Background: an optimization exercise with open tools, aiming at small area, a short achievable clock period and few clock cycles. Do not read the settings as production practice.
In this exercise RTL edits were held to simulation tests only and were not proved equivalent to the original.
Power figures rest on the tool's default switching activity, not on a simulated workload.

## movegen_top
module movegen_top #(
  parameter int STACK_DEPTH = movegen_pkg::STACK_DEPTH_DEFAULT
) (
  input  logic                   clk,
  input  logic                   i_rst_n,
  input  logic                   i_pos_valid,
  input  logic                   i_pos_sop,
  input  movegen_pkg::pos_data_t i_pos_data,
  input  logic                   i_wtp,
  input  logic                   i_start,
  output logic                   o_uci_valid,
  output movegen_pkg::uci_move_t o_uci_data,
  output logic                   o_uci_sop,
  output logic                   o_uci_eop
);
==> module movegen_uci_out, before the edit <==
module movegen_uci_out (
  input  logic                   clk,
  input  logic                   i_rst_n,
  input  logic                   i_start,
  input  logic                   i_side,
  input  logic                   i_valid,
  input  logic                   i_fin,
  input  logic                   i_knight,
  input  movegen_pkg::square_t   i_from,
  input  movegen_pkg::square_t   i_to,
  input  movegen_pkg::pos_data_t i_code,
  output logic                   o_uci_valid,
  output movegen_pkg::uci_move_t o_uci_data,
  output logic                   o_uci_sop,
  output logic                   o_uci_eop
);
  logic                   own;
  logic                   mv;
  movegen_pkg::uci_move_t word;
  movegen_pkg::uci_move_t pend_w;
  logic                   pend_v;
  logic                   first;
  logic                   out_pend;
  assign own = (i_code[2:0] != movegen_pkg::PIECE_NONE) &
               (i_code[movegen_pkg::COLOUR_BIT] == i_side);
  assign mv = i_valid & ~own;
  assign word = {i_knight ? movegen_pkg::PIECE_KNIGHT : movegen_pkg::PIECE_KING,
                 i_from, i_code[2:0], i_to};
  assign out_pend = pend_v & (mv | i_fin);
  always_ff @(posedge clk) begin
    if (mv) begin
      pend_w <= word;
    end
    o_uci_data <= pend_w;
  end
  always_ff @(posedge clk or negedge i_rst_n) begin
    if (!i_rst_n) begin
      pend_v <= 1'b0;
      first <= 1'b0;
      o_uci_valid <= 1'b0;
      o_uci_sop <= 1'b0;
      o_uci_eop <= 1'b0;
    end else if (i_start) begin
      pend_v <= 1'b0;
      first <= 1'b1;
      o_uci_valid <= 1'b0;
      o_uci_sop <= 1'b0;
      o_uci_eop <= 1'b0;
    end else begin
      o_uci_valid <= out_pend;
      o_uci_sop <= out_pend & first;
      o_uci_eop <= i_fin;
      if (out_pend) begin
        first <= 1'b0;
      end
      if (mv) begin
        pend_v <= 1'b1;
      end else if (i_fin) begin
        pend_v <= 1'b0;
      end
    end
  end
endmodule
export LEC_CHECK = 0
export CAP_MARGIN = 20
export CORE_MARGIN = 2
export CORE_UTILIZATION = 65
export CTS_CLUSTER_DIAMETER = 80
export CTS_CLUSTER_SIZE = 24
export SLEW_MARGIN = 20
create_clock -name core_clock -period 9.0 [get_ports {clk}]
standard.sh (not shown) runs the stock make flow with config.mk's settings and CLKGATE_MAP_FILE= SYNTH_SCRIPT=/design/flow/synth_recipe.tcl, a recipe that flattens the netlist after the stock synthesis.
==> flow/flow/run.sh <==
#!/bin/bash
# The standard layout, with timing repair aimed below the clock period: the
# repair steps keep working on any path slower than 9.0 - SETUP_SLACK_MARGIN ns.
# The clock period, constraints and synthesis are the standard flow's own.
set -euo pipefail
export SETUP_SLACK_MARGIN=6.5
bash standard.sh > standard_flow.log 2>&1
Testbench counts at the start, summed over its fixed seeds: cycles 29,871.
Next try:
--- a/flow/design.v
+++ b/flow/design.v
@@ -195,11 +195,12 @@
   output logic                   o_uci_eop
 );
   logic                   own;
   logic                   mv;
   movegen_pkg::uci_move_t word;
-  movegen_pkg::uci_move_t pend_w;
+  logic [15:0]            pend_w;
+  logic [15:0]            out_w;
   logic                   pend_v;
   logic                   first;
   logic                   out_pend;
   assign own = (i_code[2:0] != movegen_pkg::PIECE_NONE) &
                (i_code[movegen_pkg::COLOUR_BIT] == i_side);
@@ -207,14 +208,15 @@
   assign word = {i_knight ? movegen_pkg::PIECE_KNIGHT : movegen_pkg::PIECE_KING,
                  i_from, i_code[2:0], i_to};
   assign out_pend = pend_v & (mv | i_fin);
   always_ff @(posedge clk) begin
     if (mv) begin
-      pend_w <= word;
+      pend_w <= {word[17], word[14:0]};
     end
-    o_uci_data <= pend_w;
+    out_w <= pend_w;
   end
+  assign o_uci_data = {out_w[15], 2'b01, out_w[14:0]};
   always_ff @(posedge clk or negedge i_rst_n) begin
     if (!i_rst_n) begin
       pend_v <= 1'b0;
       first <= 1'b0;
       o_uci_valid <= 1'b0;
Result: The new run passed the timing, DRC and antenna checks; setup slack hardly moves; die area is about the same; core utilization is lower by 0.48 points; sequential power barely changes; register-to-register slack improved by 0.02 ns.
Testbench counts after the change, summed over its fixed seeds: cycles 29,871.

[separate check: timing with driven ports]
Ports are ideal in the flow. The routed layouts listed here were re-timed in OpenROAD.
Step 1: set_driving_cell puts a clkbuf_16 on clk and a buf_2 on each other input, an assumption about the parent block.
Step 2 adds t to the input delays and takes it off the output delays; t is the mean of the earliest and latest rising clock arrival at the registers after step 1. Input paths then give back, and output paths get back, about the clock's delay inside the block.
a / b / c = ideal / step 1 / step 2; a / b = the first two.
run	t, ns	slack for setup (ns)	worst setup path after step 2
the first run	0.569	6.174 / 6.124 / 5.865	input to register
the second run	0.566	6.176 / 6.126 / 5.990	input to register
After both steps every run listed still meets setup and hold. For the first run, which loses most, drivers alone change the setup slack by -0.050 ns; drivers and shift together by -0.309 ns.
